This design comes from an exercise in tuning for small area on the open sky130 flow, not from production work. In this exercise RTL edits were held to simulation tests only and were not proved equivalent to the original. Power figures rest on the tool's default switching activity, not on a simulated workload.

--- flow/run.sh ---
#!/bin/bash
# The standard layout (standard.sh) with three changes:
# - synthesis maps logic with an area-oriented abc script (flow/synth_area.tcl);
# - the clock tree is built from clkbuf_8 leaf buffers driving clusters of up to 20
#   flip-flops, without dummy loads;
# - the port buffers are buf_1.
# make and every tool it runs log to orfs/logs/; the make output is in flow.log.
set -euo pipefail
here=$(pwd)
export AREA_ABC_SCRIPT=$here/flow/abc_area.script
export FLOW_SYNTH_TCL=$here/synth_recipe.tcl
bash standard.sh \
  "SYNTH_SCRIPT=$here/flow/synth_area.tcl" \
  "CTS_ARGS=-sink_clustering_enable -repair_clock_nets -dont_use_dummy_load -buf_list sky130_fd_sc_hd__clkbuf_8 -sink_clustering_size 20 -sink_clustering_max_diameter 60" \
  "BUFFER_PORTS_ARGS=-buffer_cell sky130_fd_sc_hd__buf_1" \
  finish > flow.log 2>&1
--- flow/abc_area.script ---
strash
dc2
dch -f
map -a
strash
dc2
dch -f
map -a
strash
balance
rewrite
refactor
balance
rewrite
rewrite -z
balance
refactor -z
rewrite -z
balance
dch -f
map -a
topo
--- flow/synth_area.tcl ---
# The standard synthesis (synth_recipe.tcl, which sources ORFS's synth.tcl) with one change:
# abc runs an area-oriented script (flow/abc_area.script) in place of ORFS's speed script.
# Every other pass, and so every register and its name, is the standard synthesis's.
proc abc {args} {
  set i [lsearch -exact $args -script]
  if { $i >= 0 } { lset args [expr { $i + 1 }] $::env(AREA_ABC_SCRIPT) }
  yosys abc {*}$args
}
source $::env(FLOW_SYNTH_TCL)
--- standard.sh ---
#!/bin/bash
# synth_recipe.tcl (not shown) runs the flow's synth.tcl, then flattens the netlist and writes it again
# the make line also repeats each setting of config.mk as NAME=value (left out here)
make -C /OpenROAD-flow-scripts/flow DESIGN_CONFIG=/design/flow/config.mk WORK_HOME=/design/flow/orfs CLKGATE_MAP_FILE= SYNTH_SCRIPT=/design/flow/synth_recipe.tcl "${@:-finish}"
--- config.mk ---
export PLATFORM = sky130hd
export DESIGN_NAME = qoiEncoderTop
export DESIGN_NICKNAME = qoiEncoderTop
export VERILOG_FILES = /design/flow/design.v
export SDC_FILE = /design/flow/constraint.sdc
export NUM_CORES = 4
export LEC_CHECK = 0
export CAP_MARGIN = 20
export CORE_MARGIN = 2
export CORE_UTILIZATION = 50
export PLACE_DENSITY = 0.65
export SLEW_MARGIN = 20
--- constraint.sdc ---
create_clock -name core_clock -period 11.0 [get_ports {clk}]
set_input_delay 2.2000 -clock core_clock [delete_from_list [all_inputs] [get_ports {clk}]]
set_output_delay 2.2000 -clock core_clock [all_outputs]
set_load 0.01 [all_outputs]
--- design.v ---
package qoiPkg;
	typedef struct packed {
		logic [7:0] r;
		logic [7:0] g;
		logic [7:0] b;
		logic [7:0] a;
	} pixelT;
	typedef struct packed {
		pixelT pixel;
		logic last;
	} pixelBeatT;
	typedef enum logic [2:0] {
		CHUNK_NONE,
		CHUNK_INDEX,
		CHUNK_DIFF,
		CHUNK_LUMA,
		CHUNK_RGB,
		CHUNK_RGBA
	} chunkKindT;
	typedef struct packed {
		logic [5:0] runLength;
		chunkKindT kind;
		pixelT pixel;
		logic [5:0] index;
		logic [5:0] deltaR;
		logic [5:0] deltaG;
		logic [5:0] deltaB;
		logic last;
	} chunkT;
endpackage
`timescale 1ns/1ns
module qoiEncoderTop (
	input logic clk,
	input logic reset,
	input logic pixelValid,
	input qoiPkg::pixelT pixelData,
	input logic pixelLast,
	output logic pixelReady,
	output logic byteValid,
	output logic [7:0] byteData,
	output logic byteLast,
	input logic byteReady
);
	localparam int W = 26;
	localparam int N = 64;
	typedef enum logic [3:0] {
		S_WAIT,    
		S_PASS,
		S_DEC,     
		S_RUN,
		S_LOOK,
		S_BYTES,
		S_ACC,
		S_END,
		S_CLRW,
		S_CLEAR
	} stateT;
	stateT state;
	logic [5:0] slot;
	logic [N*W-1:0] ringD;
	logic [N-1:0] ringV;
	logic [31:0] prev;
	logic first;
	logic pass2;
	logic passLoad;
	logic borrow;
	logic [5:0] hash;
	logic notSame;
	logic alphaDiffers;
	logic diffOut;
	logic lumaOut;
	logic [5:0] run;
	logic hitF;
	logic lastF;
	logic [4:0] t;
	logic [2:0] k;
	logic [1:0] ch;
	logic passing;
	logic x, y, d, bwNext, bwIn;
	logic insBit;
	logic [5:0] weight;
	logic [W-1:0] headD;
	logic headV;
	logic hit, atSlot, wr, clr;
	logic rep, alphaSame;
	logic [5:0] runNext;
	logic [2:0] pos;
	logic advance;
	logic [2:0] nBytes;
	logic [7:0] opByte;
	assign t = slot[4:0];
	assign k = t[2:0];
	assign ch = t[4:3];
	assign passing = (state == S_PASS);
	always_comb begin
		if (pass2) begin
			x = prev[0];
			y = t[4] ? prev[24] : prev[8];
		end else begin
			x = pixelData[t];
			y = first ? (ch == 2'd0) : prev[0];
		end
	end
	assign bwIn = (k != 3'd0) && borrow;
	assign d = x ^ y ^ bwIn;
	assign bwNext = (!x && y) || (!(x ^ y) && bwIn);
	always_comb begin
		if (passLoad)
			insBit = pixelData[t];
		else if (pass2 && !ch[0])
			insBit = prev[0];
		else
			insBit = d;
	end
	always_comb begin
		case (ch)
			2'd0: weight = 6'd11 << k;
			2'd1: weight = 6'd7 << k;
			2'd2: weight = 6'd5 << k;
			default: weight = 6'd3 << k;
		endcase
		if (k[2:1] == 2'b11)
			weight = 6'd0;
	end
	assign headD = ringD[N*W-1 -: W];
	assign headV = ringV[N-1];
	assign atSlot = (slot == hash);
	assign hit = headV ? (headD == pixelData[31:6]) : (pixelData == 32'd0);
	assign wr = (state == S_LOOK) && atSlot;
	assign clr = (state == S_CLEAR);
	assign rep = !notSame;
	assign alphaSame = !alphaDiffers;
	assign runNext = run + 6'd1;
	assign pos = run[2:0];
	always_comb begin
		nBytes = 3'd1;
		opByte = 8'h00;
		if (hitF) begin
			opByte = {2'b00, hash};
		end else if (alphaSame && !diffOut) begin
			opByte = {2'b01, ~prev[25], prev[24], ~prev[17], prev[16], ~prev[9], prev[8]};
		end else if (alphaSame && !lumaOut) begin
			nBytes = 3'd2;
			opByte = (pos == 3'd0) ? {2'b10, ~prev[21], prev[20:16]}
				: {~prev[27], prev[26:24], ~prev[11], prev[10:8]};
		end else begin
			nBytes = alphaSame ? 3'd4 : 3'd5;
			case (pos)
				3'd0: opByte = alphaSame ? 8'hFE : 8'hFF;
				3'd1: opByte = pixelData.r;
				3'd2: opByte = pixelData.g;
				3'd3: opByte = pixelData.b;
				default: opByte = pixelData.a;
			endcase
		end
	end
	assign byteValid = (state == S_RUN) || (state == S_BYTES) || (state == S_END);
	assign byteLast = (state == S_END) && (pos == 3'd7);
	assign advance = byteValid && byteReady;
	always_comb begin
		case (state)
			S_RUN: byteData = {2'b11, run - 6'd1};
			S_END: byteData = {7'd0, byteLast};
			default: byteData = opByte;
		endcase
	end
	assign pixelReady = (state == S_ACC);
	always_ff @(posedge clk) begin
		ringD <= {ringD[(N-1)*W-1:0], wr ? pixelData[31:6] : headD};
		ringV <= {ringV[N-2:0], !clr && (wr || headV)};
	end
	always_ff @(posedge clk) begin
		if (passing)
			prev <= {insBit, prev[31:1]};
	end
	always_ff @(posedge clk) begin
		borrow <= bwNext;
		if (passing) begin
			if (passLoad) begin
			end else if (!pass2) begin
				hash <= ((t == 5'd0) ? 6'd0 : hash) + (x ? weight : 6'd0);
				notSame <= ((t == 5'd0) ? 1'b0 : notSame) || (x ^ y);
				alphaDiffers <= ((t == 5'd0) ? 1'b0 : alphaDiffers) || ((ch == 2'd0) && (x ^ y));
				diffOut <= ((t == 5'd0) ? 1'b0 : diffOut)
					|| ((ch != 2'd0) && (k >= 3'd2) && (d != prev[31]));
				lumaOut <= ((t == 5'd0) ? 1'b0 : lumaOut)
					|| ((ch == 2'd2) && (k >= 3'd6) && (d != prev[31]));
			end else begin
				lumaOut <= lumaOut || (ch[0] && (k >= 3'd4) && (d != prev[31]));
			end
		end
	end
	always_ff @(posedge clk) begin
		if (clr) begin
			first <= 1'b1;
			pass2 <= 1'b0;
			passLoad <= 1'b0;
			run <= 6'd0;
		end else begin
			case (state)
				S_DEC: begin
					lastF <= 1'b0;
					if (rep) begin
						run <= runNext;
						passLoad <= 1'b1;
					end
				end
				S_LOOK: begin
					if (atSlot) begin
						hitF <= hit;
						if (!hit && alphaSame && diffOut && !lumaOut)
							pass2 <= 1'b1;
					end
				end
				S_BYTES: begin
					if (advance) begin
						run <= (pos == nBytes - 3'd1) ? 6'd0 : runNext;
						if (pos == nBytes - 3'd1) begin
							pass2 <= 1'b0;
							passLoad <= 1'b1;
						end
					end
				end
				S_ACC: begin
					first <= 1'b0;
					passLoad <= 1'b0;
					lastF <= pixelLast;
				end
				S_RUN: begin
					if (advance)
						run <= 6'd0;
				end
				S_END: begin
					if (advance)
						run <= runNext;
				end
				default: ;
			endcase
		end
	end
	always_ff @(posedge clk or posedge reset) begin
		if (reset) begin
			state <= S_CLEAR;
			slot <= 6'd0;
		end else begin
			slot <= slot + 6'd1;
			case (state)
				S_WAIT: if (pixelValid && t == 5'd31) state <= S_PASS;
				S_PASS: if (t == 5'd31) state <= passLoad ? S_ACC : (pass2 ? S_BYTES : S_DEC);
				S_DEC: begin
					if (rep) begin
						state <= S_WAIT;
					end else if (run != 6'd0) begin
						state <= S_RUN;
					end else begin
						state <= S_LOOK;
					end
				end
				S_LOOK: begin
					if (atSlot) begin
						if (!hit && alphaSame && diffOut && !lumaOut)
							state <= S_WAIT;
						else
							state <= S_BYTES;
					end
				end
				S_BYTES: if (advance && pos == nBytes - 3'd1) state <= S_WAIT;
				S_ACC: begin
					if (rep)
						state <= (run == 6'(62) || pixelLast) ? S_RUN : S_WAIT;
					else
						state <= pixelLast ? S_END : S_WAIT;
				end
				S_RUN: if (advance) state <= lastF ? S_END : (notSame ? S_LOOK : S_WAIT);
				S_END: if (advance && pos == 3'd7) state <= S_CLRW;
				S_CLRW: if (slot == 6'(N - 1)) state <= S_CLEAR;
				S_CLEAR: if (slot == 6'(N - 1)) state <= S_WAIT;
				default: state <= S_CLEAR;
			endcase
		end
	end
endmodule
==> results of run 1 <==
power breakdown:
part           leakage (nW)  internal, W  switching (W)
Combinational          1.09   0.00000909      0.0000261
Sequential             14.6      0.00651              0
Clock                 0.755     0.000858        0.00170
cell families (layout without fill, tap and decap cells):
kind of cell / after synthesis / in the layout / share of synthesized area [%]
fa+ha+maj: 23 / 23 / 0.773
compound gates: 188 / 188 / 2.86
xor+xnor: 16 / 16 / 0.358
other cells: 0 / 2 / 0
flops: 1792 / 1792 / 92.8
simple gates: 209 / 209 / 2.25
buf+inv: 101 / 260 / 0.967
critical path, delay by kind of cell:
kind | cells | cell delay, ns
AO/OA/AOI/OAI | 5 | 0.93
buffers and inverters | 3 | 0.91
flip-flops by register name (all words and copies together) (netlist names):
signal	count
slot	6
hitF	1
borrow	1
alphaDiffers	1
prev	32
lastF	1
ringD	1664
hash	6
diffOut	1
state	4
pass2	1
passLoad	1
lumaOut	1
notSame	1
first	1
run	6
ringV	64
placed cells by master, fill, tap and decap left out, types with 6 or more instances in the layout:
master	instances
nor4_1	7
ha_1	21
a22oi_1	8
nand4_1	13
a21oi_1	54
xor2_1	13
clkbuf_8	105
edfxtp_1	44
clkinv_1	101
o221ai_1	7
o22ai_1	23
nor2_1	91
nor3_1	12
nand3_1	19
nand2_1	62
dfrtp_1	8
a221oi_1	6
o21ai_0	63
buf_1	47
dfxtp_1	1738
buf_4	7
metal layers:
metal  GRT usage, %  vias up  part of all wire, %
met5              0        -                0.087
met4           4.79        8                  2.7
met3           3.65      124                  5.4
met2           18.6      271                   38
met1           21.9     7228                   54
li1               -     7664                    -
worst max-delay path by stage:
stage / startpoint / endpoint / slack (ns) / cells past startpoint
final: pixelData[14] / byteData[6] / 4.75 / 8
after global routing: pixelData[14] / byteData[6] / 4.66 / 8
after CTS: pixelData[14] / byteData[6] / 4.87 / 8
after detailed placement: pixelData[14] / byteData[6] / 4.88 / 8
after global placement: pixelData[14] / byteData[6] / 4.82 / 8
after floorplan: pixelData[14] / byteData[6] / 5.74 / 6
synthesized netlist by cell type, types with 8 or more instances:
| master | count | share of area (%) |
|---|---|---|
| o22ai_1 | 23 | 0.37 |
| o21ai_0 | 63 | 0.80 |
| nor3_1 | 13 | 0.17 |
| nand2_1 | 62 | 0.59 |
| edfxtp_1 | 44 | 3.4 |
| nor2_1 | 93 | 0.89 |
| clkinv_1 | 101 | 0.97 |
| ha_1 | 21 | 0.67 |
| dfrtp_1 | 8 | 0.51 |
| nand4_1 | 13 | 0.21 |
| a22oi_1 | 8 | 0.15 |
| xor2_1 | 13 | 0.29 |
| nand3_1 | 19 | 0.24 |
| a21oi_1 | 54 | 0.69 |
| dfxtp_1 | 1738 | 89 |
metrics by stage:
stage,util [%],setup slack (ns),power [W],hold WS (ns)
4_1_cts,54.5,4.87,0.00922,0.270
6_report,54.5,4.75,0.00910,0.270
2_1_floorplan,-,5.74,0.00667,0.310
5_1_grt,54.5,4.66,0.00946,0.271
3_5_place_dp,52.6,4.88,0.00669,0.312
3_3_place_gp,52.6,4.82,0.00669,0.310
area by class of cell:
class / count / area [µm²] / share of cell area [%]
clock buffers: 105 / 1450 / 3.43
flip-flops and latches: 1792 / 36400 / 86.2
multi-input cells: 436 / 2460 / 5.84
well taps: 1040 / 1300 / 3.08
diodes: 2 / 5.00 / 0.0119
repair buffers: 54 / 229 / 0.543
inverters: 101 / 379 / 0.899
==> flow_summary.yaml, run 1 <==
yosys:
  synth.distinct_cells: 35
  synth_seq_cells: 1792
  syn_area_per_cell_um2: 16.8
  syn_inst: 2329
  synth_area_um2: 39200
  synth_nets: 2389
  synth_edf_count: 44
  async_reset_ff_share_pct: 0.558
  synth-seq-area-share_pct: 92.8
  ys_warn_count: 1
  ys.flop_type: "dfxtp_1"
power:
  irDropWorstVdd_mv: 0.144
  power.leakage_nw: 16.4
  powerDensity_nw_per_um2: 216
sta:
  fmax_mhz: 160
  setup_viol: 0
  slew_viol_final: 0
  tightest_slew_ns: 0.933
  finClkSkew_ns: 0.122
  hold_violations: 0
  relSlewSlack_pct: 37.5
  period_share_pct: 56.8
  finalSetupTns_ns: 0
  rsz0062_at_grt: "false"
  min_period_ns: 6.25
worst_setup_path:
  rrSetupSlack_ns: 5.77
  max_stage_delay_ns: 0.41
  slowest_stage: "o31ai_1"
  start_kind: "input port"
  worstReg2RegEnd: "hash[5]$_DFFE_PP_"
  crit_chain: "buf_1 > clkinv_1 > o22ai_1 > a21oi_1 > o211ai_1 > a21oi_1 > o31ai_1 > buf_1"
  critical_path.max_fanout: 6
  arrival_ns: 4.05
  reg2regPathDepth: 20
  rr_startpoint: "slot[1]$_DFF_PP0_"
  endpoint_kind: "output port"
  path_class: "input port to output port"
  crit_required_ns: 8.80
finish:
  layout-drive-gt1-share_pct: 4.78
  fillers: 6183
  finalNetCount: 2550
  layoutNonFillerInstCount: 3530
  final_area_um2: 42200
  area_growth_pct: 7.64
run:
  max_cap_viol_count: 0
floorplan:
  core-area_um2: 77500
  die_w_um: 284
  rows: 102
  die-area_um2: 80600
  start_util_pct: 50.6
  die_h_um: 284
  ioPinCount: 48
routing:
  wl_mm: 55.4
  drtIter0Drc: 757
  wl_per_cell_um: 15.7
  drt_pre_antenna_iters: 4
  route.detailed.drc: 0
  viasPerCell: 4.33
  vias: 15300
  ant_nets: 0
min_path:
  hold_end: "ringD[1144]$_DFF_P_"
  worst_hold_path.num_cells: 0
  min-delay-path-class: "register to register"
  hp-start: "ringD[1118]$_DFF_P_"
global_routing:
  grt_max_degree: 55
  grt_pass1_wl_mm: 87.9
  antenna_found_initial: 8
  overflow: 0
  grt_usage_pct: 14.0
  grt_pass1_vias: 15400
placement:
  globalplace.congestion: 0.843
  dp_hpwl_mm: 34.7
  dp_cells: 3423
  portBuffers: 47
  post_dp_cell_area_um2: 40700
clock_tree:
  clk_latency_ns: 0.74
  cts_setup_buffers: 0
  ctsHtreeMaxLevel: 3
  cts_hold_buf: 0
  clk_pin_slew_ns: 0.10
  cts.sinks: 1792
  cts_buffer_depth: 3
  cts_resized: 0
  tritoncts: "built"
  numCtsBuffers: 105
  cts-root-buf: "clkbuf_8"
outcome:
  outcome: "no timing/DRC/antenna violations"
==> inputs of run 2 (changes only) <==
--- a/design.v
+++ b/design.v
@@ -59,5 +59,8 @@
 	logic [5:0] slot;
 	logic [N*W-1:0] ringD;
-	logic [N-1:0] ringV;
+	logic [5:0] nextEmpty;
+	logic [5:0] lastEmpty;
+	logic anyEmpty;
+	logic fixPending;
 	logic [31:0] prev;
 	logic first;
@@ -81,5 +84,7 @@
 	logic [5:0] weight;
 	logic [W-1:0] headD;
-	logic headV;
+	logic headEmpty;
+	logic fixNow;
+	logic [5:0] slotNext;
 	logic hit, atSlot, wr, clr;
 	logic rep, alphaSame;
@@ -124,7 +129,9 @@
 	end
 	assign headD = ringD[N*W-1 -: W];
-	assign headV = ringV[N-1];
-	assign atSlot = (slot == hash);
-	assign hit = headV ? (headD == pixelData[31:6]) : (pixelData == 32'd0);
+	assign headEmpty = anyEmpty && (slot == nextEmpty);
+	assign fixNow = fixPending && (slot == lastEmpty);
+	assign slotNext = slot + 6'd1;
+	assign atSlot = (slot == hash) && !fixPending;
+	assign hit = headEmpty ? (pixelData == 32'd0) : (headD == pixelData[31:6]);
 	assign wr = (state == S_LOOK) && atSlot;
 	assign clr = (state == S_CLEAR);
@@ -167,6 +174,31 @@
 	assign pixelReady = (state == S_ACC);
 	always_ff @(posedge clk) begin
-		ringD <= {ringD[(N-1)*W-1:0], wr ? pixelData[31:6] : headD};
-		ringV <= {ringV[N-2:0], !clr && (wr || headV)};
+		if (wr)
+			ringD <= {ringD[(N-1)*W-1:0], pixelData[31:6]};
+		else if (clr)
+			ringD <= {ringD[(N-1)*W-1:0], headD[W-1:6], slotNext};
+		else if (fixNow)
+			ringD <= {ringD[(N-1)*W-1:0], headD[W-1:6], nextEmpty};
+		else
+			ringD <= {ringD[(N-1)*W-1:0], headD};
+	end
+	always_ff @(posedge clk) begin
+		if (clr) begin
+			nextEmpty <= 6'd0;
+			lastEmpty <= 6'(N - 1);
+			anyEmpty <= 1'b1;
+			fixPending <= 1'b0;
+		end else if (fixPending) begin
+			if (fixNow)
+				fixPending <= 1'b0;
+		end else if (headEmpty) begin
+			nextEmpty <= headD[5:0];
+			if (!wr)
+				lastEmpty <= slot;
+			else if (headD[5:0] == slot)
+				anyEmpty <= 1'b0;
+			else
+				fixPending <= 1'b1;
+		end
 	end
 	always_ff @(posedge clk) begin
==> flow_summary.yaml, run 2 <==
outcome:
  outcome: "no timing/DRC/antenna violations"
sta:
  finalSetupTns_ns: 0
  min_period_ns: 6.09
  relSlewSlack_pct: 35.5
  slew_viol_final: 0
  setup_ws_ns: 4.91
  setup_viol: 0
  rsz0062_at_grt: "false"
  hold_violations: 0
  tightest_slew_ns: 0.957
  finClkSkew_ns: 0.0973
  fmax_mhz: 164
  period_share_pct: 55.4
min_path:
  worst_hold_path.num_cells: 0
  hp-start: "ringD[397]$_DFF_P_"
  hold_end: "ringD[423]$_DFF_P_"
  min-delay-path-class: "register to register"
worst_setup_path:
  rrSetupSlack_ns: 6.12
  arrival_ns: 3.89
  rr_startpoint: "slot[1]$_DFF_PP0_"
  crit_required_ns: 8.80
  critical_path.max_fanout: 4
  reg2regPathDepth: 20
  endpoint_kind: "output port"
  path_class: "input port to output port"
  start_kind: "input port"
  worstReg2RegEnd: "hash[5]$_DFFE_PP_"
floorplan:
  rows: 101
  die_h_um: 282
  die-area_um2: 79600
  core-area_um2: 76200
  start_util_pct: 50.7
  die_w_um: 282
  ioPinCount: 48
finish:
  layout-drive-gt1-share_pct: 4.64
  layout_commonest_cell: "dfxtp_1"
  fillers: 6150
  area_growth_pct: 7.62
  final-seq-area_um2: 35400
  layout_common_cells: "1688 x dfxtp_1, 121 x clkinv_1, 102 x clkbuf_8"
  top_regs: "ringD x1664, prev x32"
  largest_reg_flops: 1664
  final_area_um2: 41600
  regMostFlops: "ringD"
  finalNetCount: 2583
  multiInputGateArea_um2: 2860
yosys:
  syn_area_per_cell_um2: 16.3
  ys.flop_type: "dfxtp_1"
  synth.distinct_cells: 35
  synth_top_cell_area_share_pct: 87.4
  synth.top_cells.by_count: "1688 x dfxtp_1, 121 x clkinv_1, 95 x nor2_1, 90 x nand2_1, 74 x o21ai_0"
  synthTopCellsByArea: "dfxtp_1 87%, edfxtp_1 3.4%, clkinv_1 1.2%"
  yosysMostFrequentCell: "dfxtp_1"
  synth_area_um2: 38700
  synth_edf_count: 44
  synth_nets: 2425
  syn_inst: 2365
  async_reset_ff_share_pct: 0.574
  synth_top_cell_by_area: "dfxtp_1"
  ys_warn_count: 1
  synth-seq-area-share_pct: 91.5
  synth_seq_cells: 1742
routing:
  drt_pre_antenna_iters: 8
  wl_per_cell_um: 16.2
  drtIter0Drc: 924
  viasPerCell: 4.43
  route.detailed.drc: 0
  vias: 15800
  ant_nets: 0
  wl_mm: 57.6
power:
  internal-power_w: 0.00778
  irDropWorstVdd_mv: 0.150
  power_frac_comb_pct: 6.1
  switchingPower_w: 0.00224
  power.leakage_nw: 16.2
  p_sw_share_pct: 22.3
  p_seq_share_pct: 68.9
  powerDensity_nw_per_um2: 241
  clockPowerShare_pct: 24.9
clock_tree:
  numCtsBuffers: 102
  ctsHtreeMaxLevel: 3
  cts_buffer_depth: 3
  clk_latency_ns: 0.75
  cts_setup_buffers: 0
  cts.sinks: 1742
  clk_pin_slew_ns: 0.10
  cts_hold_buf: 0
  tritoncts: "built"
  cts_resized: 0
  cts-root-buf: "clkbuf_8"
global_routing:
  grt_max_degree: 51
  overflow: 0
  antenna_found_initial: 12
  grt_pass1_wl_mm: 91.5
  grt_usage_pct: 15.0
  grt_pass1_vias: 16000
run:
  max_cap_viol_count: 0
placement:
  portBuffers: 47
  post_dp_cell_area_um2: 40200
  dp_hpwl_mm: 35.9
  post-place-ws_ns: 4.96
  globalplace.congestion: 0.806
-- run 2: cell families (layout without fill, tap and decap cells) --
| family | Yosys count | in the layout | synth area share (%) |
|---|---|---|---|
| XOR/XNOR | 19 | 19 | 0.430 |
| buffers and inverters | 121 | 277 | 1.17 |
| flip-flops | 1742 | 1742 | 91.5 |
| AND/OR/NAND/NOR | 228 | 228 | 2.42 |
| AO/OA/AOI/OAI | 232 | 232 | 3.70 |
| adder cells (fa/ha/maj) | 23 | 23 | 0.783 |
| other | 0 | 2 | 0 |
-- run 2: area by class of cell --
class	count	share of cell area (%)
Sequential cell	1742	85.0
Timing Repair Buffer	54	0.544
Multi-Input combinational cell	502	6.86
Tap cell	1030	3.10
Antenna cell	2	0.0120
Clock buffer	102	3.37
Inverter	121	1.09
-- run 2: routing by layer --
layer | GRT usage (%) | wire (µm)
met5 | 0 | 86
met4 | 5.06 | 1600
met3 | 4.02 | 3410
met2 | 19.8 | 21400
met1 | 23.4 | 31200
-- run 2: critical path: stages --
cell and delay, ns:
buf_1 0.18, clkinv_1 0.28, o221ai_1 0.31, a21oi_1 0.14
o41ai_1 0.55, buf_1 0.23
-- run 2: power groups by stage --
stage	logic (W)	clock network (W)	registers (W)
finish	0.000616	0.00250	0.00690
CTS	0.000627	0.00262	0.00692
detailed placement	0.000625	0	0.00705
global placement	0.000628	0	0.00705
global route	0.000694	0.00284	0.00695
floorplan	0.000369	0	0.00699
-- run 2: worst max path at each step --
| stage | startpoint | to | slack (ns) | cells after the start |
|---|---|---|---|---|
| after floorplan | pixelData[31] | byteData[7] | 5.74 | 4 |
| after global placement | pixelData[23] | byteData[7] | 4.94 | 6 |
| after detailed placement | pixelData[23] | byteData[7] | 4.96 | 6 |
| after CTS | pixelData[23] | byteData[7] | 4.94 | 6 |
| after global routing | state[0]$_DFFE_PP1P_ | byteData[3] | 4.78 | 11 |
| final | pixelData[23] | byteData[7] | 4.91 | 6 |
-- run 2: stage by stage --
step / hold slack [ns] / total power, W / util (%) / cells
after floorplan: 0.310 / 0.00736 / - / 2365
after global placement: 0.310 / 0.00768 / 52.7 / 3448
after detailed placement: 0.312 / 0.00768 / 52.7 / 3448
after CTS: 0.260 / 0.0102 / 54.6 / 3550
after global routing: 0.266 / 0.0105 / 54.6 / 3553
final: 0.277 / 0.0100 / 54.6 / 3553
==> inputs of run 3 (changes only) <==
--- a/design.v
+++ b/design.v
@@ -74,6 +74,4 @@
 	logic lumaOut;
 	logic [5:0] run;
-	logic hitF;
-	logic lastF;
 	logic [4:0] t;
 	logic [2:0] k;
@@ -143,5 +141,5 @@
 		nBytes = 3'd1;
 		opByte = 8'h00;
-		if (hitF) begin
+		if (!notSame) begin
 			opByte = {2'b00, hash};
 		end else if (alphaSame && !diffOut) begin
@@ -221,4 +219,6 @@
 				lumaOut <= lumaOut || (ch[0] && (k >= 3'd4) && (d != prev[31]));
 			end
+		end else if (state == S_LOOK && atSlot) begin
+			notSame <= !hit;
 		end
 	end
@@ -232,5 +232,4 @@
 			case (state)
 				S_DEC: begin
-					lastF <= 1'b0;
 					if (rep) begin
 						run <= runNext;
@@ -240,5 +239,4 @@
 				S_LOOK: begin
 					if (atSlot) begin
-						hitF <= hit;
 						if (!hit && alphaSame && diffOut && !lumaOut)
 							pass2 <= 1'b1;
@@ -257,5 +255,4 @@
 					first <= 1'b0;
 					passLoad <= 1'b0;
-					lastF <= pixelLast;
 				end
 				S_RUN: begin
@@ -282,5 +279,8 @@
 				S_DEC: begin
 					if (rep) begin
-						state <= S_WAIT;
+						if (runNext == 6'(62) || pixelLast)
+							state <= S_RUN;
+						else
+							state <= S_WAIT;
 					end else if (run != 6'd0) begin
 						state <= S_RUN;
@@ -298,11 +298,6 @@
 				end
 				S_BYTES: if (advance && pos == nBytes - 3'd1) state <= S_WAIT;
-				S_ACC: begin
-					if (rep)
-						state <= (run == 6'(62) || pixelLast) ? S_RUN : S_WAIT;
-					else
-						state <= pixelLast ? S_END : S_WAIT;
-				end
-				S_RUN: if (advance) state <= lastF ? S_END : (notSame ? S_LOOK : S_WAIT);
+				S_ACC: state <= pixelLast ? S_END : S_WAIT;
+				S_RUN: if (advance) state <= notSame ? S_LOOK : S_WAIT;
 				S_END: if (advance && pos == 3'd7) state <= S_CLRW;
 				S_CLRW: if (slot == 6'(N - 1)) state <= S_CLEAR;
==> flow_summary.yaml, run 3 <==
worst_setup_path:
  cp_num_cells: 11
  cp-startpoint: "run[0]$_SDFFE_PP0P_"
  critical_path.max_fanout: 10
  slowest_stage: "nor3_1"
  rrSetupSlack_ns: 5.67
  worstReg2RegEnd: "hash[5]$_DFFE_PP_"
  path_buf_inv: 3
  arrival_ns: 4.26
  start_kind: "register"
  crit_required_ns: 8.80
  reg2regPathDepth: 18
  max_stage_delay_ns: 0.83
  rr_startpoint: "slot[2]$_DFF_PP0_"
  cp_top_family: "simple AND/OR/NAND/NOR gates"
  path_class: "register to output port"
  crit_chain: "clkinv_1 > ha_1 > nand2_1 > clkinv_1 > nor3_1 > nand2_1 > nand4_1 > o21ai_0 > o311a_2 > o21ai_0 > buf_1"
  endpoint_kind: "output port"
floorplan:
  core-area_um2: 76200
  ioPinCount: 48
  die_w_um: 282
  start_util_pct: 50.7
  die-area_um2: 79500
  die_h_um: 282
  rows: 101
finish:
  area_growth_pct: 7.72
  layout_common_cells: "1688 x dfxtp_1, 106 x clkinv_1, 105 x clkbuf_8"
  top_regs: "ringD x1664, prev x32"
  largest_reg_flops: 1664
  layout_commonest_cell: "dfxtp_1"
  layout-drive-gt1-share_pct: 4.81
  layoutNonFillerInstCount: 3550
  finalNetCount: 2578
  regMostFlops: "ringD"
clock_tree:
  ctsHtreeMaxLevel: 3
  numCtsBuffers: 105
  cts-root-buf: "clkbuf_8"
  cts_setup_buffers: 0
  cts_resized: 0
  tritoncts: "built"
  cts_hold_buf: 0
  clk_latency_ns: 0.77
  cts_buffer_depth: 3
  cts.sinks: 1740
  clk_pin_slew_ns: 0.10
placement:
  dp_cells: 3440
  portBuffers: 47
  post-place-ws_ns: 5.04
  globalplace.congestion: 0.881
  dp_hpwl_mm: 36.1
global_routing:
  grt_pass1_wl_mm: 90.8
  grt_pass1_vias: 15900
  antenna_found_initial: 15
  overflow: 0
  grt_max_degree: 49
  grt_usage_pct: 14.9
routing:
  drtIter0Drc: 854
  routed.top_layer: "met5"
  drt_pre_antenna_iters: 5
  ant_nets: 0
  wl_met2_mm: 21.4
  vias: 15700
  wl_per_cell_um: 16.2
  route.detailed.drc: 0
  met1Wirelength_mm: 31.0
  wl_mm: 57.6
  met3_length_mm: 3.62
  viasPerCell: 4.43
yosys:
  syn_area_per_cell_um2: 16.4
  synth_nets: 2419
  synth_top_cell_by_area: "dfxtp_1"
  synth-seq-area-share_pct: 91.4
  async_reset_ff_share_pct: 0.575
  syn_inst: 2358
  synth.distinct_cells: 37
  ys.flop_type: "dfxtp_1"
  synthTopCellsByArea: "dfxtp_1 88%, edfxtp_1 3.3%, o21ai_0 1.1%"
  synth.top_cells.by_count: "1688 x dfxtp_1, 106 x clkinv_1, 99 x nand2_1, 83 x o21ai_0, 79 x nor2_1"
  synth_edf_count: 42
  ys_warn_count: 1
  yosysMostFrequentCell: "dfxtp_1"
  synth_seq_cells: 1740
  synth_top_cell_area_share_pct: 87.5
  synth_area_um2: 38600
power:
  powerDensity_nw_per_um2: 243
  irDropWorstVdd_mv: 0.155
  power.leakage_nw: 16.2
outcome:
  outcome: "no timing/DRC/antenna violations"
sta:
  hold_violations: 0
  fmax_mhz: 155
  period_share_pct: 58.7
  finalSetupTns_ns: 0
  relSlewSlack_pct: 36.9
  rsz0062_at_grt: "false"
  finClkSkew_ns: 0.141
  setup_viol: 0
  setup_ws_ns: 4.54
  tightest_slew_ns: 0.939
  slew_viol_final: 0
  min_period_ns: 6.46
run:
  max_cap_viol_count: 0
min_path:
  worst_hold_path.num_cells: 0
  hp-start: "ringD[81]$_DFF_P_"
  hold_end: "ringD[107]$_DFF_P_"
  min-delay-path-class: "register to register"
-- run 3: changes by cell type in the layout (fill, tap and decap cells not counted), sizes merged, moves of 9 or more --
cell / delta
clkinv: -15
nand2: +9
nand3: +9
nor2: -16
o21ai: +9
o221ai: -11
-- run 3: layout make-up --
class | instances | area, µm²
inverter | 106 | 398
antenna | 5 | 12.5
multi-input combinational | 512 | 2930
fill | 6043 | 34600
tap | 1030 | 1290
sequential | 1740 | 35300
clock buffer | 105 | 1450
timing repair buffer | 52 | 214
-- run 3: cell families (layout without fill, tap and decap cells) --
family	Yosys count	in the layout	share of synthesized area, %
adders and majority gates	24	24	0.817
AOI/OAI and AO/OA	235	235	3.72
DFF	1740	1740	91.4
other	0	5	0
xor gates and xnor gates	22	22	0.499
buffers and inverters	106	263	1.03
and+or+nand+nor	231	231	2.49
-- run 3: per-layer routing --
| metal | vias up | track usage [%] |
|---|---|---|
| li1 | 7837 | - |
| met1 | 7435 | 23.2 |
| met2 | 322 | 19.6 |
| met3 | 135 | 4.10 |
| met4 | 12 | 5.01 |
| met5 | - | 0 |
-- run 3: worst max-delay path by stage --
stage,endpoint,slack [ns]
final,byteData[4],4.54
after global routing,byteData[4],4.28
after CTS,byteData[4],4.55
after detailed placement,byteData[0],5.04
after global placement,byteData[5],5.01
after floorplan,byteData[4],5.80
-- run 3: stage by stage --
step / power (W) / hold slack, ns / cell area [µm²] / utilization, %
6_report: 0.0101 / 0.260 / 41600 / 54.6
3_5_place_dp: 0.00774 / 0.312 / 40100 / 52.7
5_1_grt: 0.0106 / 0.253 / 41600 / 54.6
3_3_place_gp: 0.00775 / 0.310 / 40100 / 52.7
2_1_floorplan: 0.00744 / 0.310 / 38600 / -
4_1_cts: 0.0102 / 0.256 / 41600 / 54.6
-- run 3: where the power goes --
group / switching, W / internal (W) / total, W
Clock: 0.00165 / 0.000857 / 0.00251
Combinational: 0.000404 / 0.000166 / 0.000571
Sequential: 0.000170 / 0.00685 / 0.00702
Total: 0.00223 / 0.00787 / 0.0101
==> inputs of run 4 (changes only) <==
==> flow/run.sh (replaced) <==
#!/bin/bash
# The standard layout (standard.sh) with three changes:
# - synthesis maps logic with an area-oriented abc script (flow/synth_area.tcl);
# - the clock tree is built from clkbuf_8 leaf buffers driving clusters of up to 20
#   flip-flops and clkbuf_4 buffers above them,
#   without dummy loads;
# - the port buffers are buf_1.
# make and every tool it runs log to orfs/logs/; the make output is in flow.log.
set -euo pipefail
here=$(pwd)
export AREA_ABC_SCRIPT=$here/flow/abc_area.script
export FLOW_SYNTH_TCL=$here/synth_recipe.tcl
bash standard.sh \
  "SYNTH_SCRIPT=$here/flow/synth_area.tcl" \
  "CTS_ARGS=-sink_clustering_enable -repair_clock_nets -dont_use_dummy_load -buf_list sky130_fd_sc_hd__clkbuf_4 -sink_clustering_buffer sky130_fd_sc_hd__clkbuf_8 -sink_clustering_size 20 -sink_clustering_max_diameter 60" \
  "BUFFER_PORTS_ARGS=-buffer_cell sky130_fd_sc_hd__buf_1" \
  finish > flow.log 2>&1
==> flow_summary.yaml, run 4 <==
outcome:
  outcome: "no timing/DRC/antenna violations"
clock_tree:
  clk_pin_slew_ns: 0.11
  clk_latency_ns: 0.99
  cts_buffer_depth: 3
  numCtsBuffers: 105
  cts-root-buf: "clkbuf_4"
  tritoncts: "built"
  ctsHtreeMaxLevel: 3
  cts_resized: 0
  cts_setup_buffers: 0
  cts.sinks: 1740
  cts_hold_buf: 0
floorplan:
  die-area_um2: 79500
  core-area_um2: 76200
  die_h_um: 282
  start_util_pct: 50.7
  die_w_um: 282
  rows: 101
  ioPinCount: 48
yosys:
  syn_inst: 2358
  synth-seq-area-share_pct: 91.4
  ys_warn_count: 1
  synthTopCellsByArea: "dfxtp_1 88%, edfxtp_1 3.3%, o21ai_0 1.1%"
  synth_seq_cells: 1740
  synth_area_um2: 38600
  synth_top_cell_by_area: "dfxtp_1"
  synth_top_cell_area_share_pct: 87.5
  async_reset_ff_share_pct: 0.575
  synth.top_cells.by_count: "1688 x dfxtp_1, 106 x clkinv_1, 99 x nand2_1, 83 x o21ai_0, 79 x nor2_1"
  yosysMostFrequentCell: "dfxtp_1"
  synth_nets: 2419
  synth_edf_count: 42
  syn_area_per_cell_um2: 16.4
  ys.flop_type: "dfxtp_1"
  synth.distinct_cells: 37
placement:
  portBuffers: 47
  post-place-ws_ns: 5.04
  dp_hpwl_mm: 36.1
  globalplace.congestion: 0.881
  post_dp_cell_area_um2: 40100
global_routing:
  grt_util_met1_pct: 23.1
  met2_usage_pct: 19.6
  busiest_layer: "met1"
  grt_max_degree: 49
  overflow: 0
  grt_pass1_wl_mm: 90.9
  grt_usage_pct: 14.9
  grt_pass1_vias: 15900
  use_met3_pct: 4.57
  antenna_found_initial: 17
finish:
  top_regs: "ringD x1664, prev x32"
  largest_reg_flops: 1664
  final-seq-area_um2: 35300
  layout_commonest_cell: "dfxtp_1"
  multiInputGateArea_um2: 2930
  layout_common_cells: "1688 x dfxtp_1, 106 x clkinv_1, 99 x nand2_1"
  finalNetCount: 2578
  final_area_um2: 41500
  area_growth_pct: 7.59
  layout-drive-gt1-share_pct: 4.81
  fillers: 6048
  regMostFlops: "ringD"
run:
  max_cap_viol_count: 0
routing:
  route.detailed.drc: 0
  viasPerCell: 4.43
  wl_per_cell_um: 16.2
  wl_mm: 57.5
  vias: 15700
  ant_nets: 0
  drt_pre_antenna_iters: 5
  drtIter0Drc: 923
worst_setup_path:
  endpoint_kind: "output port"
  crit_required_ns: 8.80
  path_class: "register to output port"
  reg2regPathDepth: 18
  critical_path.max_fanout: 10
  start_kind: "register"
  arrival_ns: 4.36
sta:
  hold_violations: 0
  slew_viol_final: 0
  period_share_pct: 59.6
  finalSetupTns_ns: 0
  setup_ws_ns: 4.44
  fmax_mhz: 152
  rsz0062_at_grt: "false"
  min_period_ns: 6.56
  relSlewSlack_pct: 40.7
  finClkSkew_ns: 0.194
  hold_slack_ns: 0.217
  setup_viol: 0
  tightest_slew_ns: 0.880
min_path:
  min-delay-path-class: "register to register"
  worst_hold_path.num_cells: 0
power:
  irDropWorstVdd_mv: 0.155
  powerDensity_nw_per_um2: 242
  power.leakage_nw: 16.1
run 4: per-layer routing:
metal  share of wire, %  vias up
li1                   -     7853
met1                 54     7439
met2                 37      292
met3                6.6      139
met4                2.6       14
met5               0.13        -
run 4: layout make-up:
cell class              count  area share [%]
diodes                      8          0.0482
clock buffers             105            3.34
multi-input cells         512            7.04
inverters                 106           0.958
repair buffers             52           0.515
flip-flops and latches   1740            85.0
well taps                1030            3.10
run 4: logic make-up after synthesis:
family	count (synthesis)	synth area share [%]
flops	1740	91.4
compound gates	235	3.72
simple gates	231	2.49
buf+inv	106	1.03
fa+ha+maj	24	0.817
xor+xnor	22	0.499
run 4: worst paths after layout:
path                                      from  slack [ns]              endpoint
hold reg to reg            ringD[1552]$_DFF_P_        0.22   ringD[1578]$_DFF_P_
min in group asynchronous                reset        1.25  state[2]$_DFFE_PP0P_
max in group asynchronous                reset        9.40     slot[0]$_DFF_PP0_
setup reg to reg             slot[2]$_DFF_PP0_        5.72     hash[5]$_DFFE_PP_
setup / recovery           run[0]$_SDFFE_PP0P_        4.44           byteData[4]
hold / removal             ringD[1552]$_DFF_P_        0.22   ringD[1578]$_DFF_P_
run 4: worst max-delay path, cell delays in order (launching register included):
cell and delay (ns):
dfxtp_1 0.51, clkinv_1 0.25, ha_1 0.26, nand2_1 0.19, clkinv_1 0.27, nor3_1 0.77, nand2_1 0.11, nand4_1 0.18
o21ai_0 0.14, o311a_2 0.38, o21ai_0 0.28, buf_1 0.20
run 4: per-stage QoR:
step | total power [W] | utilization, % | cells
floorplan | 0.00744 | - | 2358
global placement | 0.00775 | 52.7 | 3440
detailed placement | 0.00774 | 52.7 | 3440
CTS | 0.0102 | 54.5 | 3545
global route | 0.0105 | 54.5 | 3550
finish | 0.0100 | 54.5 | 3553
run 4: report_power, final:
group / total, W / switching, W / leakage [nW] / internal (W)
combinational: 0.000569 / 0.000403 / 1.20 / 0.000166
clock: 0.00246 / 0.00165 / 0.732 / 0.000809
sequential: 0.00702 / 0.000169 / 14.2 / 0.00685
==> inputs of run 5 (changes only) <==
--- a/design.v
+++ b/design.v
@@ -54,5 +54,6 @@
 		S_END,
 		S_CLRW,
-		S_CLEAR
+		S_CLEAR,
+		S_BLD      
 	} stateT;
 	stateT state;
@@ -69,4 +70,5 @@
 	logic borrow;
 	logic [5:0] hash;
+	logic [1:0] lumaHi;
 	logic notSame;
 	logic alphaDiffers;
@@ -109,5 +111,7 @@
 	assign bwNext = (!x && y) || (!(x ^ y) && bwIn);
 	always_comb begin
-		if (passLoad)
+		if (!passing)
+			insBit = prev[0];
+		else if (passLoad)
 			insBit = pixelData[t];
 		else if (pass2 && !ch[0])
@@ -138,4 +142,15 @@
 	assign runNext = run + 6'd1;
 	assign pos = run[2:0];
+	logic isDiff;
+	logic [7:0] copyByte;
+	assign isDiff = alphaSame && !diffOut;
+	always_comb begin
+		if (isDiff)
+			copyByte = {2'b00, ~prev[25], prev[24], ~prev[17], prev[16], ~prev[9], prev[8]};
+		else if (pos == 3'd0)
+			copyByte = {2'b00, ~prev[21], prev[20:16]};
+		else
+			copyByte = {~prev[27], prev[26:24], ~prev[11], prev[10:8]};
+	end
 	always_comb begin
 		nBytes = 3'd1;
@@ -144,9 +159,8 @@
 			opByte = {2'b00, hash};
 		end else if (alphaSame && !diffOut) begin
-			opByte = {2'b01, ~prev[25], prev[24], ~prev[17], prev[16], ~prev[9], prev[8]};
+			opByte = {2'b01, hash};
 		end else if (alphaSame && !lumaOut) begin
 			nBytes = 3'd2;
-			opByte = (pos == 3'd0) ? {2'b10, ~prev[21], prev[20:16]}
-				: {~prev[27], prev[26:24], ~prev[11], prev[10:8]};
+			opByte = (pos == 3'd0) ? {2'b10, hash} : {lumaHi, hash};
 		end else begin
 			nBytes = alphaSame ? 3'd4 : 3'd5;
@@ -201,6 +215,5 @@
 	end
 	always_ff @(posedge clk) begin
-		if (passing)
-			prev <= {insBit, prev[31:1]};
+		prev <= {insBit, prev[31:1]};
 	end
 	always_ff @(posedge clk) begin
@@ -221,4 +234,7 @@
 		end else if (state == S_LOOK && atSlot) begin
 			notSame <= !hit;
+		end else if (state == S_BLD && t == 5'd0) begin
+			hash <= copyByte[5:0];
+			lumaHi <= copyByte[7:6];
 		end
 	end
@@ -276,5 +292,5 @@
 			case (state)
 				S_WAIT: if (pixelValid && t == 5'd31) state <= S_PASS;
-				S_PASS: if (t == 5'd31) state <= passLoad ? S_ACC : (pass2 ? S_BYTES : S_DEC);
+				S_PASS: if (t == 5'd31) state <= passLoad ? S_ACC : (pass2 ? S_BLD : S_DEC);
 				S_DEC: begin
 					if (rep) begin
@@ -293,9 +309,19 @@
 						if (!hit && alphaSame && diffOut && !lumaOut)
 							state <= S_WAIT;
+						else if (!hit && isDiff)
+							state <= S_BLD;
 						else
 							state <= S_BYTES;
 					end
 				end
-				S_BYTES: if (advance && pos == nBytes - 3'd1) state <= S_WAIT;
+				S_BYTES: begin
+					if (advance) begin
+						if (pos == nBytes - 3'd1)
+							state <= S_WAIT;
+						else if (nBytes == 3'd2)
+							state <= S_BLD;
+					end
+				end
+				S_BLD: if (t == 5'd0) state <= S_BYTES;
 				S_ACC: state <= pixelLast ? S_END : S_WAIT;
 				S_RUN: if (advance) state <= notSame ? S_LOOK : S_WAIT;
==> flow_summary.yaml, run 5 <==
global_routing:
  overflow: 0
  grt_pass1_vias: 15900
  antenna_found_initial: 10
  grt_max_degree: 49
  grt_pass1_wl_mm: 92.8
  grt_usage_pct: 15.4
yosys:
  synth_area_um2: 38500
  synth.distinct_cells: 38
  async_reset_ff_share_pct: 0.574
  ys.flop_type: "dfxtp_1"
  synth_edf_count: 12
  yosysMostFrequentCell: "dfxtp_1"
  synth_top_cell_area_share_pct: 89.5
  ys_warn_count: 1
  synthTopCellsByArea: "dfxtp_1 89%, clkinv_1 1.1%, nor2_1 1.0%"
  syn_area_per_cell_um2: 16.1
  synth.top_cells.by_count: "1720 x dfxtp_1, 117 x clkinv_1, 107 x nor2_1, 100 x nand2_1, 67 x o21ai_0"
  synth_top_cell_by_area: "dfxtp_1"
  syn_inst: 2395
  synth-seq-area-share_pct: 91.1
  synth_seq_cells: 1742
  synth_nets: 2457
clock_tree:
  tritoncts: "built"
  cts_resized: 0
  clk_pin_slew_ns: 0.11
  numCtsBuffers: 104
  ctsHtreeMaxLevel: 3
  cts-root-buf: "clkbuf_4"
  clk_latency_ns: 0.92
  cts_hold_buf: 0
  cts_buffer_depth: 3
  cts.sinks: 1742
  cts_setup_buffers: 0
sta:
  setup_viol: 0
  fmax_mhz: 163
  finClkSkew_ns: 0.132
  finalSetupTns_ns: 0
  tightest_slew_ns: 0.891
  hold_violations: 0
  min_period_ns: 6.12
  rsz0062_at_grt: "false"
  relSlewSlack_pct: 40.2
  slew_viol_final: 0
  period_share_pct: 55.6
power:
  powerDensity_nw_per_um2: 212
  irDropWorstVdd_mv: 0.121
  power.leakage_nw: 16.2
worst_setup_path:
  cp-endpoint: "byteData[6]"
  rrSetupSlack_ns: 5.88
  rr_startpoint: "slot[1]$_DFF_PP0_"
  crit_required_ns: 8.80
  critical_path.max_fanout: 9
  path_class: "register to output port"
  arrival_ns: 3.92
  endpoint_kind: "output port"
  reg2regPathDepth: 22
  start_kind: "register"
  worstReg2RegEnd: "hash[5]$_DFFE_PP_"
  cp-startpoint: "run[1]$_SDFFE_PP0P_"
min_path:
  min-delay-path-class: "register to register"
finish:
  fillers: 6149
  top_regs: "ringD x1664, prev x32"
  final-seq-area_um2: 35000
  multiInputGateArea_um2: 3010
  layout_common_cells: "1720 x dfxtp_1, 117 x clkinv_1, 105 x nor2_1"
  largest_reg_flops: 1664
  regMostFlops: "ringD"
  finalNetCount: 2616
  final_area_um2: 41400
  layout_commonest_cell: "dfxtp_1"
  area_growth_pct: 7.54
  layout-drive-gt1-share_pct: 4.55
floorplan:
  die_h_um: 281
  ioPinCount: 48
  rows: 101
  die_w_um: 281
  core-area_um2: 76100
  start_util_pct: 50.6
  die-area_um2: 79200
run:
  max_cap_viol_count: 0
placement:
  portBuffers: 47
  globalplace.congestion: 0.872
  dp_hpwl_mm: 39.3
  post_dp_cell_area_um2: 40000
routing:
  wl_mm: 60.0
  drt_pre_antenna_iters: 5
  vias: 15800
  drtIter0Drc: 812
  ant_nets: 0
  viasPerCell: 4.40
  wl_per_cell_um: 16.7
  route.detailed.drc: 0
outcome:
  outcome: "no timing/DRC/antenna violations"
run 5: cell families (layout without fill, tap and decap cells):
| group | count (synthesis) | count (layout) | share of synthesized area, % |
|---|---|---|---|
| AOI/OAI and AO/OA | 226 | 226 | 3.60 |
| xor gates and xnor gates | 23 | 23 | 0.523 |
| adders and majority gates | 25 | 25 | 0.852 |
| buffers and inverters | 117 | 274 | 1.14 |
| DFF | 1742 | 1742 | 91.1 |
| other | 0 | 3 | 0 |
| and+or+nand+nor | 262 | 262 | 2.82 |
run 5: worst min-delay path by stage:
stage	startpoint	to	slack (ns)	cells after the start
6_report	ringD[16]$_DFF_P_	ringD[42]$_DFF_P_	0.22	0
5_1_grt	ringD[16]$_DFF_P_	ringD[42]$_DFF_P_	0.20	0
4_1_cts	ringD[16]$_DFF_P_	ringD[42]$_DFF_P_	0.20	0
3_5_place_dp	ringD[989]$_DFF_P_	ringD[1015]$_DFF_P_	0.31	0
3_3_place_gp	ringD[370]$_DFF_P_	ringD[396]$_DFF_P_	0.31	0
2_1_floorplan	prev[1]$_DFF_P_	prev[0]$_DFF_P_	0.31	0
run 5: metal layers:
layer	global-route usage (%)	wire length (µm)	vias up
li1	-	-	7909
met1	23.4	31700	7450
met2	21.5	23700	278
met3	3.09	2600	127
met4	6.48	2030	6
met5	0	43	-
run 5: where the power goes:
group | internal, W | switching (W) | total (W)
Sequential | 0.00631 | 0.000000135 | 0.00631
Clock | 0.000801 | 0.00165 | 0.00245
Combinational | 0.00000834 | 0.0000249 | 0.0000333
run 5: area by class of cell:
type	count	area share (%)
Antenna cell	3	0.0181
Clock buffer	104	3.32
Inverter	117	1.06
Multi-Input combinational cell	536	7.27
Sequential cell	1742	84.7
Tap cell	1030	3.11
Timing Repair Buffer	53	0.535
run 5: critical path: stages (launching register included):
cell      delay [ns]
dfxtp_1         0.49
clkinv_1        0.25
ha_1            0.24
nand2_1         0.17
clkinv_1        0.35
nor4_1          0.35
buf_4           0.23
nor2_1          0.19
nand3_1         0.14
a21oi_1         0.09
o41ai_1         0.38
buf_1           0.20
run 5: metrics by stage:
step / cells / total power, W / hold WS, ns / utilization [%] / worst slack, ns
finish: 3585 / 0.00879 / 0.215 / 54.4 / 4.88
global route: 3583 / 0.00915 / 0.204 / 54.4 / 4.50
CTS: 3582 / 0.00892 / 0.202 / 54.4 / 4.72
detailed placement: 3478 / 0.00649 / 0.312 / 52.6 / 5.24
global placement: 3478 / 0.00649 / 0.309 / 52.6 / 5.22
floorplan: 2395 / 0.00647 / 0.310 / - / 5.95
==> inputs of run 6 (changes only) <==
--- a/design.v
+++ b/design.v
@@ -142,9 +142,16 @@
 	assign runNext = run + 6'd1;
 	assign pos = run[2:0];
-	logic isDiff;
+	logic isDiff, isRgb;
+	logic copyNow;
+	logic [1:0] rgbTurn;
 	logic [7:0] copyByte;
 	assign isDiff = alphaSame && !diffOut;
+	assign isRgb = notSame && !isDiff && !(alphaSame && !lumaOut);
+	assign rgbTurn = pos[1:0] - 2'd1;
+	assign copyNow = isRgb ? (k == 3'd0 && t[4:3] == ~rgbTurn) : (t == 5'd0);
 	always_comb begin
-		if (isDiff)
+		if (isRgb)
+			copyByte = prev[7:0];
+		else if (isDiff)
 			copyByte = {2'b00, ~prev[25], prev[24], ~prev[17], prev[16], ~prev[9], prev[8]};
 		else if (pos == 3'd0)
@@ -165,11 +172,8 @@
 		end else begin
 			nBytes = alphaSame ? 3'd4 : 3'd5;
-			case (pos)
-				3'd0: opByte = alphaSame ? 8'hFE : 8'hFF;
-				3'd1: opByte = pixelData.r;
-				3'd2: opByte = pixelData.g;
-				3'd3: opByte = pixelData.b;
-				default: opByte = pixelData.a;
-			endcase
+			if (pos == 3'd0)
+				opByte = alphaSame ? 8'hFE : 8'hFF;
+			else
+				opByte = {lumaHi, hash};
 		end
 	end
@@ -234,5 +238,5 @@
 		end else if (state == S_LOOK && atSlot) begin
 			notSame <= !hit;
-		end else if (state == S_BLD && t == 5'd0) begin
+		end else if (state == S_BLD && copyNow && !(isRgb && !passLoad)) begin
 			hash <= copyByte[5:0];
 			lumaHi <= copyByte[7:6];
@@ -268,4 +272,8 @@
 					end
 				end
+				S_BLD: begin
+					if (isRgb)
+						passLoad <= 1'b1;
+				end
 				S_ACC: begin
 					first <= 1'b0;
@@ -292,5 +300,8 @@
 			case (state)
 				S_WAIT: if (pixelValid && t == 5'd31) state <= S_PASS;
-				S_PASS: if (t == 5'd31) state <= passLoad ? S_ACC : (pass2 ? S_BLD : S_DEC);
+				S_PASS: begin
+					if (t == 5'd31)
+						state <= passLoad ? (isRgb ? S_BYTES : S_ACC) : (pass2 ? S_BLD : S_DEC);
+				end
 				S_DEC: begin
 					if (rep) begin
@@ -307,10 +318,10 @@
 				S_LOOK: begin
 					if (atSlot) begin
-						if (!hit && alphaSame && diffOut && !lumaOut)
+						if (hit)
+							state <= S_BYTES;
+						else if (alphaSame && diffOut && !lumaOut)
 							state <= S_WAIT;
-						else if (!hit && isDiff)
-							state <= S_BLD;
 						else
-							state <= S_BYTES;
+							state <= S_BLD;
 					end
 				end
@@ -318,10 +329,15 @@
 					if (advance) begin
 						if (pos == nBytes - 3'd1)
-							state <= S_WAIT;
-						else if (nBytes == 3'd2)
+							state <= isRgb ? S_ACC : S_WAIT;
+						else
 							state <= S_BLD;
 					end
 				end
-				S_BLD: if (t == 5'd0) state <= S_BYTES;
+				S_BLD: begin
+					if (isRgb && !passLoad)
+						state <= S_WAIT;
+					else if (copyNow)
+						state <= S_BYTES;
+				end
 				S_ACC: state <= pixelLast ? S_END : S_WAIT;
 				S_RUN: if (advance) state <= notSame ? S_LOOK : S_WAIT;
==> flow_summary.yaml, run 6 <==
yosys:
  synth_area_um2: 38300
  ys.flop_type: "dfxtp_1"
  synth_top_cell_area_share_pct: 89.9
  syn_inst: 2366
  synth_seq_cells: 1742
  synthTopCellsByArea: "dfxtp_1 90%, clkinv_1 1.1%, nor2_1 1.1%"
  synth.top_cells.by_count: "1720 x dfxtp_1, 111 x clkinv_1, 109 x nor2_1, 80 x nand2_1, 72 x a21oi_1"
  synth.distinct_cells: 39
  ys_warn_count: 1
  async_reset_ff_share_pct: 0.574
  synth_top_cell_by_area: "dfxtp_1"
  synth-seq-area-share_pct: 91.5
  synth_edf_count: 12
  syn_area_per_cell_um2: 16.2
  yosysMostFrequentCell: "dfxtp_1"
  synth_nets: 2424
clock_tree:
  cts_hold_buf: 0
  cts.sinks: 1742
  numCtsBuffers: 102
  cts_buffer_depth: 3
  cts_resized: 0
  tritoncts: "built"
  ctsHtreeMaxLevel: 3
  cts_setup_buffers: 0
  clk_latency_ns: 0.95
  clk_pin_slew_ns: 0.11
  cts-root-buf: "clkbuf_4"
floorplan:
  ioPinCount: 48
  start_util_pct: 50.4
  core-area_um2: 75900
  die_w_um: 281
  die-area_um2: 78900
  rows: 101
  die_h_um: 281
worst_setup_path:
  arrival_ns: 3.69
  critical_path.max_fanout: 8
  path_class: "register to output port"
  crit_top_cell: "clkinv_1"
  max_stage_delay_ns: 0.61
  crit_required_ns: 8.80
  endpoint_kind: "output port"
  start_kind: "register"
  rrSetupSlack_ns: 5.84
  crit_chain: "clkinv_1 > nor3_1 > clkinv_1 > nor2_1 > clkinv_1 > o31ai_1 > buf_1"
  slowest_stage: "nor3_1"
sta:
  finClkSkew_ns: 0.159
  relSlewSlack_pct: 20.0
  rsz0062_at_grt: "false"
  period_share_pct: 53.5
  setup_ws_ns: 5.11
  min_period_ns: 5.89
  hold_violations: 0
  fmax_mhz: 170
  finalSetupTns_ns: 0
  tightest_slew_ns: 1.19
  slew_viol_final: 0
  setup_viol: 0
routing:
  drtIter0Drc: 1151
  drt_pre_antenna_iters: 5
  ant_nets: 0
  wl_mm: 53.6
  wl_per_cell_um: 15.1
  route.detailed.drc: 0
  vias: 15600
  viasPerCell: 4.40
global_routing:
  grt_pass1_wl_mm: 84.9
  antenna_found_initial: 3
  grt_usage_pct: 13.8
  grt_max_degree: 50
  overflow: 0
  grt_pass1_vias: 15400
outcome:
  outcome: "no timing/DRC/antenna violations"
placement:
  globalplace.congestion: 0.926
  dp_hpwl_mm: 33.3
  portBuffers: 47
  post_dp_cell_area_um2: 39800
  dp_cells: 3449
  post-place-ws_ns: 5.26
power:
  power.leakage_nw: 16.1
  powerDensity_nw_per_um2: 213
  irDropWorstVdd_mv: 0.140
  p_sw_share_pct: 19.0
  clockPowerShare_pct: 27.7
  p_seq_share_pct: 71.9
  power_frac_comb_pct: 0.3
  switchingPower_w: 0.00167
  internal-power_w: 0.00710
finish:
  layout_commonest_cell: "dfxtp_1"
  largest_reg_flops: 1664
  finalNetCount: 2581
  layoutNonFillerInstCount: 3553
  fillers: 6137
  area_growth_pct: 7.49
  regMostFlops: "ringD"
  final_util_pct: 54.2
  top_regs: "ringD x1664, prev x32"
  layout-drive-gt1-share_pct: 4.56
  layout_common_cells: "1720 x dfxtp_1, 111 x clkinv_1, 108 x nor2_1"
  final_area_um2: 41200
run:
  max_cap_viol_count: 0
min_path:
  min-delay-path-class: "register to register"
## run 6: cell count changes in the layout (fill, tap and decap cells not counted), sizes merged, moves of 6 or more
| cell | change |
|---|---|
| clkinv | -6 |
| nand3 | -10 |
| o22ai | -6 |
| nand2 | -20 |
| a21oi | +17 |
| xor2 | -6 |
## run 6: power by group through the flow
stage               Clock, W  Sequential (W)  Combinational, W
floorplan                  0         0.00646         0.0000111
global placement           0         0.00646         0.0000278
detailed placement         0         0.00646         0.0000279
CTS                  0.00255         0.00631         0.0000280
global route         0.00277         0.00631         0.0000314
finish               0.00243         0.00631         0.0000293
## run 6: worst max-delay path, delay by kind of cell (launching register included)
kind / cells / cell delay, ns
AND/OR/NAND/NOR: 2 / 0.94
buffers and inverters: 4 / 0.93
flip-flops: 1 / 0.60
AO/OA/AOI/OAI: 1 / 0.28
## run 6: per-layer routing
layer  share of wire [%]  global-route usage [%]  vias to the layer above  wire length (µm)
met2                  38                    18.3                      384             20300
met5                   0                       0                        -                 0
met3                 6.9                    3.62                       93              3680
met4                 1.9                    4.36                        0              1040
met1                  53                    21.8                     7360             28600
li1                    -                       -                     7803                 -
## run 6: path summary, 6_finish.rpt
kind | startpoint | endpoint | cells after the start
min in group asynchronous | reset | state[1]$_DFFE_PP0P_ | 2
hold / removal | ringD[1209]$_DFF_P_ | ringD[1235]$_DFF_P_ | 0
hold reg to reg | ringD[1209]$_DFF_P_ | ringD[1235]$_DFF_P_ | 0
setup reg to reg | slot[2]$_DFF_PP0_ | hash[5]$_DFFE_PP_ | 20
max in group asynchronous | reset | slot[1]$_DFF_PP0_ | 2
setup / recovery | state[0]$_DFFE_PP1P_ | byteData[3] | 7
## run 6: area by class of cell
class	count	area (µm²)	share of cell area (%)
Multi-Input combinational cell	513	2860	6.94
Tap cell	1030	1290	3.13
Clock buffer	102	1350	3.27
Inverter	111	417	1.01
Antenna cell	2	5.00	0.0122
Timing Repair Buffer	53	221	0.538
Sequential cell	1742	35000	85.1
## run 6: through the flow
step	total power, W	hold slack (ns)
2_1_floorplan	0.00647	0.310
4_1_cts	0.00889	0.176
3_5_place_dp	0.00648	0.312
6_report	0.00877	0.184
5_1_grt	0.00912	0.169
3_3_place_gp	0.00648	0.310
## run 6: logic make-up (layout without fill, tap and decap cells)
family	count (synthesis)	count (layout)	share of synthesized area, %
flops	1742	1742	91.5
compound gates	237	237	3.74
xor+xnor	18	18	0.411
simple gates	237	237	2.57
buf+inv	111	266	1.09
fa+ha+maj	21	21	0.725
other cells	0	2	0
==> inputs of run 7 (changes only) <==
--- a/design.v
+++ b/design.v
@@ -65,5 +65,4 @@
 	logic fixPending;
 	logic [31:0] prev;
-	logic first;
 	logic pass2;
 	logic passLoad;
@@ -104,5 +103,5 @@
 		end else begin
 			x = pixelData[t];
-			y = first ? (ch == 2'd0) : prev[0];
+			y = prev[0];
 		end
 	end
@@ -111,5 +110,7 @@
 	assign bwNext = (!x && y) || (!(x ^ y) && bwIn);
 	always_comb begin
-		if (!passing)
+		if (clr)
+			insBit = (ch == 2'd0);
+		else if (!passing)
 			insBit = prev[0];
 		else if (passLoad)
@@ -245,5 +246,4 @@
 	always_ff @(posedge clk) begin
 		if (clr) begin
-			first <= 1'b1;
 			pass2 <= 1'b0;
 			passLoad <= 1'b0;
@@ -277,5 +277,4 @@
 				end
 				S_ACC: begin
-					first <= 1'b0;
 					passLoad <= 1'b0;
 				end
==> flow_summary.yaml, run 7 <==
sta:
  fmax_mhz: 179
  slew_viol_final: 0
  relSlewSlack_pct: 22.4
  finalSetupTns_ns: 0
  tightest_slew_ns: 1.15
  rsz0062_at_grt: "false"
  min_period_ns: 5.58
  hold_violations: 0
  period_share_pct: 50.8
  finClkSkew_ns: 0.179
  setup_viol: 0
routing:
  ant_nets: 0
  wl_per_cell_um: 15.5
  route.detailed.drc: 0
  viasPerCell: 4.44
  wl_mm: 54.1
  vias: 15500
  drt_pre_antenna_iters: 5
  drtIter0Drc: 1043
yosys:
  synth_top_cell_area_share_pct: 90.0
  synth_edf_count: 12
  synth.distinct_cells: 36
  synth_nets: 2411
  synthMuxAreaShare_pct: 0
  syn_area_per_cell_um2: 16.3
  synth_compound_area_share_pct: 3.69
  synth_xor_area_share_pct: 0.481
  synth_simple_gate_area_share_pct: 2.48
  synth_area_um2: 38200
  ys_warn_count: 1
  syn_inst: 2353
  synth_top_family_by_area: "compound AO/OA/AOI/OAI gates"
  synthTopCellsByArea: "dfxtp_1 90%, nor2_1 1.1%, clkinv_1 1.0%"
  synth.top_cells.by_count: "1719 x dfxtp_1, 114 x nor2_1, 106 x clkinv_1, 78 x o21ai_0, 73 x nand2_1"
  ys.flop_type: "dfxtp_1"
  synth-seq-area-share_pct: 91.6
  async_reset_ff_share_pct: 0.574
  yosysMostFrequentCell: "dfxtp_1"
  synth_seq_cells: 1741
  synth_top_cell_by_area: "dfxtp_1"
  synthAdderAreaFrac_pct: 0.726
clock_tree:
  cts.sinks: 1741
  clk_latency_ns: 0.97
  cts_setup_buffers: 0
  cts_buffer_depth: 3
  cts_resized: 0
  cts-root-buf: "clkbuf_4"
  ctsHtreeMaxLevel: 3
  numCtsBuffers: 105
  tritoncts: "built"
  cts_hold_buf: 0
  clk_pin_slew_ns: 0.11
power:
  power_frac_comb_pct: 5.7
  design_power_total_w: 0.00996
  power.leakage_nw: 16.1
  irDropWorstVdd_mv: 0.118
  switchingPower_w: 0.00221
  p_sw_share_pct: 22.2
  powerDensity_nw_per_um2: 242
  internal-power_w: 0.00775
  clockPowerShare_pct: 24.7
  p_seq_share_pct: 69.5
global_routing:
  grt_max_degree: 51
  grt_pass1_wl_mm: 84.7
  grt_usage_pct: 13.9
  overflow: 0
  grt_pass1_vias: 15300
  antenna_found_initial: 12
floorplan:
  rows: 101
  die-area_um2: 78700
  die_h_um: 281
  core-area_um2: 75800
  die_w_um: 281
  start_util_pct: 50.4
  ioPinCount: 48
finish:
  fillers: 6082
  area_growth_pct: 7.55
  layout_commonest_cell: "dfxtp_1"
  final-seq-area_um2: 35000
  finalNetCount: 2573
  regMostFlops: "ringD"
  layout-drive-gt1-share_pct: 4.85
  multiInputGateArea_um2: 2830
  top_regs: "ringD x1664, prev x32"
  layout_common_cells: "1719 x dfxtp_1, 113 x nor2_1, 106 x clkinv_1"
  layoutNonFillerInstCount: 3496
  largest_reg_flops: 1664
placement:
  globalplace.congestion: 0.906
  dp_hpwl_mm: 33.8
  dp_cells: 3385
  portBuffers: 47
worst_setup_path:
  critical_path.max_fanout: 15
  start_kind: "register"
  slowest_stage: "edfxtp_1"
  crit_required_ns: 8.80
  reg2regPathDepth: 21
  arrival_ns: 3.38
  path_class: "register to output port"
  crit_chain: "clkinv_1 > nor2_1 > clkinv_1 > nor2_1 > clkinv_1 > nor2_1 > a21oi_1 > o21ai_0 > buf_1"
  endpoint_kind: "output port"
  max_stage_delay_ns: 0.51
  rrSetupSlack_ns: 6.12
min_path:
  worst_hold_path.num_cells: 0
  min-delay-path-class: "register to register"
outcome:
  outcome: "no timing/DRC/antenna violations"
run:
  max_cap_viol_count: 0
run 7: cell count changes in the layout (fill, tap and decap cells not counted), moves of 4 or more:
| cell | before | now |
|---|---|---|
| nor3_1 | 15 | 7 |
| nand2_1 | 80 | 73 |
| nor2_1 | 108 | 113 |
| nor4_1 | 13 | 9 |
| clkinv_1 | 111 | 106 |
| nand4_1 | 5 | 9 |
| a21oi_1 | 72 | 61 |
| o21ai_0 | 68 | 78 |
| nand3_1 | 10 | 15 |
run 7: path summary, 6_finish.rpt:
| check | from | end |
|---|---|---|
| max | notSame$_DFFE_PP_ | byteData[0] |
| min | ringD[777]$_DFF_P_ | ringD[803]$_DFF_P_ |
| max reg2reg | slot[1]$_DFF_PP0_ | hash[5]$_DFFE_PP_ |
| min reg2reg | ringD[777]$_DFF_P_ | ringD[803]$_DFF_P_ |
| max in group asynchronous | reset | slot[0]$_DFF_PP0_ |
| min in group asynchronous | reset | state[1]$_DFFE_PP0P_ |
run 7: layout make-up:
type	instances	area share, %
Sequential cell	1741	85.2
Multi-Input combinational cell	506	6.89
Clock buffer	105	3.38
Tap cell	978	2.97
Inverter	106	0.967
Timing Repair Buffer	55	0.605
Antenna cell	5	0.0304
run 7: critical path: cells and delay by family (launching register included):
kind / cells / cell delay, ns
buf+inv: 4 / 0.94
simple gates: 3 / 0.76
flops: 1 / 0.51
compound gates: 2 / 0.37
run 7: per-layer routing:
layer / part of all wire, % / global-route usage (%) / wire length (µm)
met5: 0.094 / 0 / 51
met4: 3.0 / 4.83 / 1620
met3: 7.1 / 4.79 / 3840
met2: 36 / 18.2 / 19700
met1: 53 / 21.2 / 28900
run 7: cells by family after synthesis:
kind of cell,Yosys count
AO/OA/AOI/OAI,233
adder cells (fa/ha/maj),21
AND/OR/NAND/NOR,231
XOR/XNOR,21
buffers and inverters,106
flip-flops,1741
run 7: metrics by stage:
step / area, µm² / hold WS [ns] / utilization [%] / worst slack (ns)
after CTS: 41100 / 0.205 / 54.2 / 5.27
final: 41100 / 0.222 / 54.2 / 5.42
after global routing: 41100 / 0.220 / 54.2 / 5.15
after floorplan: 38200 / 0.310 / - / 6.31
after detailed placement: 39700 / 0.312 / 52.4 / 5.46
after global placement: 39700 / 0.309 / 52.4 / 5.51
run 7: power groups by stage:
| stage | Clock, W | Combinational [W] | Sequential (W) |
|---|---|---|---|
| 2_1_floorplan | 0 | 0.000355 | 0.00699 |
| 3_3_place_gp | 0 | 0.000579 | 0.00707 |
| 3_5_place_dp | 0 | 0.000574 | 0.00707 |
| 4_1_cts | 0.00258 | 0.000576 | 0.00694 |
| 5_1_grt | 0.00281 | 0.000640 | 0.00698 |
| 6_report | 0.00246 | 0.000572 | 0.00693 |
